This is an optimization exercise on Yosys and OpenROAD, whose aim is small area and a short achievable clock period, not a production implementation.
Function was checked by simulation only, so behaviour that the tests miss may differ from the original.
Power is estimated from default activity; no workload was simulated.

## the baseline
==> flow/design.v (excerpt) <==
module alu_top
#(
    parameter int INT_W  = alu_fx_pkg::INT_W_DEF,
    parameter int FRAC_W = alu_fx_pkg::FRAC_W_DEF,
    parameter int DATA_W = INT_W + FRAC_W
) (
    input  logic              i_clk,
    input  logic              i_rst_n,
    input  logic [DATA_W-1:0] i_data_a,
    input  logic [DATA_W-1:0] i_data_b,
    input  logic [alu_op_pkg::OP_W-1:0]   i_inst,
    output logic              o_busy,
    output logic              o_valid,
    output logic [DATA_W-1:0] o_data
);
Size: roughly 1,700 cells after synthesis.
clock: 10.0 ns
lec_check: 0
abc_area: 1
cap_margin: 20
core_margin: 2
core_utilization: 40
slew_margin: 20
standard.sh (not shown) runs the stock make flow with config.mk's settings and CLKGATE_MAP_FILE= SYNTH_SCRIPT=/design/flow/synth_recipe.tcl, a recipe that flattens the netlist after the stock synthesis.
==> flow/flow/run.sh <==
#!/bin/bash
set -euo pipefail
bash standard.sh SETUP_SLACK_MARGIN=5.5 finish > standard_flow.log 2>&1
The baseline completed end to end with timing, DRC and antenna clean.
Relative to the baseline, the following input files were edited for the candidate:
# the baseline
export LEC_CHECK = 0
export ABC_AREA = 1
export CAP_MARGIN = 20
export CORE_MARGIN = 2
export CORE_UTILIZATION = 40
export SLEW_MARGIN = 20
create_clock -name core_clock -period 10.0 [get_ports {i_clk}]
# the candidate
export LEC_CHECK = 0
export ABC_AREA = 1
export CAP_MARGIN = 20
export CORE_MARGIN = 2
export CORE_UTILIZATION = 40
export SETUP_SLACK_MARGIN = 5
export SLEW_MARGIN = 20
create_clock -name core_clock -period 10.0 [get_ports {i_clk}]
==> flow/run.sh (new file) <==
#!/bin/bash
# synth_recipe.tcl (not shown) runs the flow's synth.tcl, then flattens the netlist and writes it again
# the make line also repeats each setting of config.mk as NAME=value (left out here)
make -C /OpenROAD-flow-scripts/flow DESIGN_CONFIG=/design/flow/config.mk WORK_HOME=/design/flow/orfs CLKGATE_MAP_FILE= SYNTH_SCRIPT=/design/flow/synth_recipe.tcl finish
removed: flow/flow/run.sh
removed: flow/standard.sh
Findings:
- The candidate went all the way through the flow, and no timing, DRC or antenna check failed.
- Of the two values seen for slowest library cell on the worst path, sky130_fd_sc_hd__dfrtp_1 was produced by the candidate and sky130_fd_sc_hd__fa_2 by the baseline.
- met1 track demand over resource in global routing down 0.84 points in the candidate wrt the baseline
- On worst setup margin, the lower figure sits with the candidate, not the baseline.
- Cmp the candidate and the baseline / number of buffers outside the clock class in the layout / higher: the baseline
- There was hardly any difference in routing usage on met3 between the baseline and the candidate.


Another version of the RTL of alu_top (not shown whole).
Size in the first run: about 1700 cells after synthesis, ~78 flip-flops, about 56 I/O pins, roughly 0.012 mm2 of cells after synthesis.
clock: 10.0 ns
lec_check: 0
abc_area: 1
cap_margin: 20
core_margin: 2
core_utilization: 40
setup_slack_margin: 4.5
slew_margin: 20
run.sh (not shown) runs the stock make flow with config.mk's settings and CLKGATE_MAP_FILE= SYNTH_SCRIPT=/design/flow/synth_recipe.tcl, a recipe that flattens the netlist after the stock synthesis.
Stock flow here: none of the scripts above is used.
The baseline produced a clean layout.
Edit:
--- a/flow/config.mk
+++ b/flow/config.mk
@@ -9,5 +9,5 @@
 export CAP_MARGIN = 20
 export CORE_MARGIN = 2
-export CORE_UTILIZATION = 40
+export CORE_UTILIZATION = 25
 export SETUP_SLACK_MARGIN = 4.5
 export SLEW_MARGIN = 20
What happened: The new run completed without violations. Core utilization falls by 17 points. Power rises by 8.2%. Count of clock-buffer cells in the layout falls by 1. First-iteration DRC count rises by 16%. Design area rises by 1.4%.


Setup of zinc:
alu_top, a different RTL version from the one above (not shown whole).
Size: about 56 I/O pins.
## alu_top
module alu_top
#(
    parameter int INT_W  = alu_fx_pkg::INT_W_DEF,
    parameter int FRAC_W = alu_fx_pkg::FRAC_W_DEF,
    parameter int DATA_W = INT_W + FRAC_W
) (
    input  logic              i_clk,
    input  logic              i_rst_n,
    input  logic [DATA_W-1:0] i_data_a,
    input  logic [DATA_W-1:0] i_data_b,
    input  logic [alu_op_pkg::OP_W-1:0]   i_inst,
    output logic              o_busy,
    output logic              o_valid,
    output logic [DATA_W-1:0] o_data
);
    logic        exec;
    logic        sub;
    logic        rot;
    logic        lfsr;
    logic [15:0] m;
    logic [15:0] bq;
    logic [15:0] x;
    localparam int LOWK = 6;
    logic [LOWK-1:0]  s;
    logic [14-LOWK:0] r0;
    logic [14-LOWK:0] r1;
    logic        c10;
    logic        t25;
    logic        fits0;
    logic        fits1;
    logic        sgn;
    logic [15:0] rot_res;
    alu_decode u_decode (
        .i_clk    (i_clk),
        .i_rst_n  (i_rst_n),
        .i_data_a (i_data_a),
        .i_data_b (i_data_b),
        .i_inst   (i_inst),
        .i_acc    (o_data),
        .o_busy   (o_busy),
        .o_valid  (o_valid),
        .o_exec   (exec),
        .o_sub    (sub),
        .o_rot    (rot),
        .o_lfsr   (lfsr),
        .o_m      (m),
        .o_b      (bq),
        .o_x      (x)
    );
    alu_fx_arith u_fx_arith (
        .a     (m),
        .bq    (bq),
        .x     (x),
        .sub   (sub),
        .o_s   (s),
        .o_r0  (r0),
        .o_r1  (r1),
        .o_c10 (c10),
        .o_t25 (t25),
        .o_fits0 (fits0),
        .o_fits1 (fits1),
        .o_sgn  (sgn)
    );
    alu_bit_ops u_bit_ops (
        .i_lfsr (lfsr),
        .i_d    (bq[7:0]),
        .i_val  (x),
        .o_res  (rot_res)
    );
    alu_result #(
        .LOWK (LOWK)
    ) u_result (
        .i_clk       (i_clk),
        .i_rst_n     (i_rst_n),
        .i_exec      (exec),
        .i_rot_op    (rot),
        .i_s         (s),
        .i_r0        (r0),
        .i_r1        (r1),
        .i_c         (c10),
        .i_t25       (t25),
        .i_fits0     (fits0),
        .i_fits1     (fits1),
        .i_sgn       (sgn),
        .i_rot_res   (rot_res),
        .o_data      (o_data)
    );
endmodule
Settings: LEC_CHECK=0, ABC_AREA=1, CAP_MARGIN=20, CORE_MARGIN=2, CORE_UTILIZATION=30, SLEW_MARGIN=20; clock period 10.0 ns.
standard.sh (not shown) runs the stock make flow with config.mk's settings and CLKGATE_MAP_FILE= SYNTH_SCRIPT=/design/flow/synth_recipe.tcl, a recipe that flattens the netlist after the stock synthesis.
==> flow/flow/run.sh <==
#!/bin/bash
# The standard layout (standard.sh: same synthesis, constraints, clock
# period and steps) with two of ORFS's own settings changed:
#  - every port still gets its buffer, but a sky130_fd_sc_hd__buf_2 instead
#    of the clkdlybuf4s50_1 that buffer_ports picks by default;
set -euo pipefail
bash standard.sh SETUP_SLACK_MARGIN=5.5 "BUFFER_PORTS_ARGS=-buffer_cell sky130_fd_sc_hd__buf_2" finish > standard_flow.log 2>&1
Edits applied to the flow inputs when going from zinc to delta:
Settings: a change of CORE_UTILIZATION from 30 to 40; an added SETUP_SLACK_MARGIN of 5.
==> flow/run.sh (new file) <==
#!/bin/bash
# synth_recipe.tcl (not shown) runs the flow's synth.tcl, then flattens the netlist and writes it again
# the make line also repeats each setting of config.mk as NAME=value (left out here)
make -C /OpenROAD-flow-scripts/flow DESIGN_CONFIG=/design/flow/config.mk WORK_HOME=/design/flow/orfs CLKGATE_MAP_FILE= SYNTH_SCRIPT=/design/flow/synth_recipe.tcl finish
removed: flow/flow/run.sh
removed: flow/standard.sh
Results
- The launching element of the worst setup path comes out u_result.rq1[2]$_DFFE_PN0P_ in one run and u_decode.o_m[3]$_DFF_P_ in the other, namely in zinc and delta respectively.
- Compared zinc against delta; sequential power within noise.
- Compared with zinc, in delta post-cts sizing count lost 45, multi-input gate share of the layout cell area picked up an extra 0.97 points, setup slack decreased by 0.27 ns relative to the old numbers, worst hold slack neither gained nor lost much, final critical delay including setup and external delays now sits higher.
Relative to delta, the following input files were edited for juniper:
Settings: SETUP_SLACK_MARGIN no longer set, was 5.
==> flow/flow/run.sh (new file) <==
#!/bin/bash
# The standard layout (standard.sh: same synthesis, constraints, clock
# period and steps) with two of ORFS's own settings changed:
#  - every port still gets its buffer, but a sky130_fd_sc_hd__buf_2 instead
#    of the clkdlybuf4s50_1 that buffer_ports picks by default;
set -euo pipefail
bash standard.sh SETUP_SLACK_MARGIN=5.25 "BUFFER_PORTS_ARGS=-buffer_cell sky130_fd_sc_hd__buf_2" finish > standard_flow.log 2>&1
==> flow/standard.sh (new file) <==
#!/bin/bash
# synth_recipe.tcl (not shown) runs the flow's synth.tcl, then flattens the netlist and writes it again
# the make line also repeats each setting of config.mk as NAME=value (left out here)
make -C /OpenROAD-flow-scripts/flow DESIGN_CONFIG=/design/flow/config.mk WORK_HOME=/design/flow/orfs CLKGATE_MAP_FILE= SYNTH_SCRIPT=/design/flow/synth_recipe.tcl "${@:-finish}"
removed: flow/run.sh
--- outcome ---
The flow did not stop early for juniper: all stages ran, and the layout cleared the timing, DRC and antenna checks. Looking at juniper and delta, the post-CTS clock slew at the launch and capture registers of the worst setup and hold paths is a wash. Relative to delta, worst setup slack has increased by 0.21 ns in juniper. Against delta, juniper comes in 910 um higher on routed wire length. Lower met3 wirelength from detailed routing goes to delta over juniper. Leakage power summed over all cells up 1.4% in juniper wrt delta. Per the comparison of juniper with delta, via count increased 1.2%, hold slack essentially unchanged, post-layout instance count excluding filler cells increased 39, die area essentially unchanged. juniper: final worst-path cycle share lower than delta.

-- what the ideal ports hide --
In the flow no input, the clock included, has a driving cell. The finished layouts below were timed again as built, in two steps. Step 1, drivers: a clkbuf_16 drives i_clk and a buf_2 each remaining input, both assumed. Step 2 times the ports against the registers' clock, not the clock port: input delays grow and output delays shrink by t, the midpoint of the rising clock arrivals with the driver on. Three values: ideal ports, drivers, drivers and shift; two values: the first two.
| run | shift t [ns] | setup WS [ns] | worst hold slack (ns) | worst register clock-pin slew, ns | worst data-port slew with drivers (ns) |
|---|---|---|---|---|---|
| the baseline | 0.413 | 5.408 / 5.359 / 5.181 | 0.495 / 0.495 / 0.495 | 0.08 / 0.08 | 0.05 |
| the candidate | 0.412 | 5.104 / 5.055 / 4.830 | 0.495 / 0.495 / 0.495 | 0.08 / 0.08 | 0.05 |
| the first run of note 2 | 0.374 | 4.652 / 4.652 / 4.652 | 0.478 / 0.478 / 0.478 | 0.06 / 0.06 | 0.05 |
| the second run of note 2 | 0.370 | 4.651 / 4.651 / 4.651 | 0.479 / 0.479 / 0.479 | 0.07 / 0.07 | 0.04 |
| zinc | 0.400 | 5.472 / 5.425 / 5.225 | 0.474 / 0.474 / 0.474 | 0.08 / 0.08 | 0.06 |
| delta | 0.394 | 5.201 / 5.159 / 5.033 | 0.475 / 0.475 / 0.475 | 0.08 / 0.08 | 0.06 |
| juniper | 0.394 | 5.408 / 5.371 / 5.097 | 0.473 / 0.473 / 0.473 | 0.08 / 0.08 | 0.05 |
After both steps every run listed still meets setup and hold. The setup slack of juniper, which loses most, moves by -0.037 ns with the drivers and by -0.311 ns with both steps.
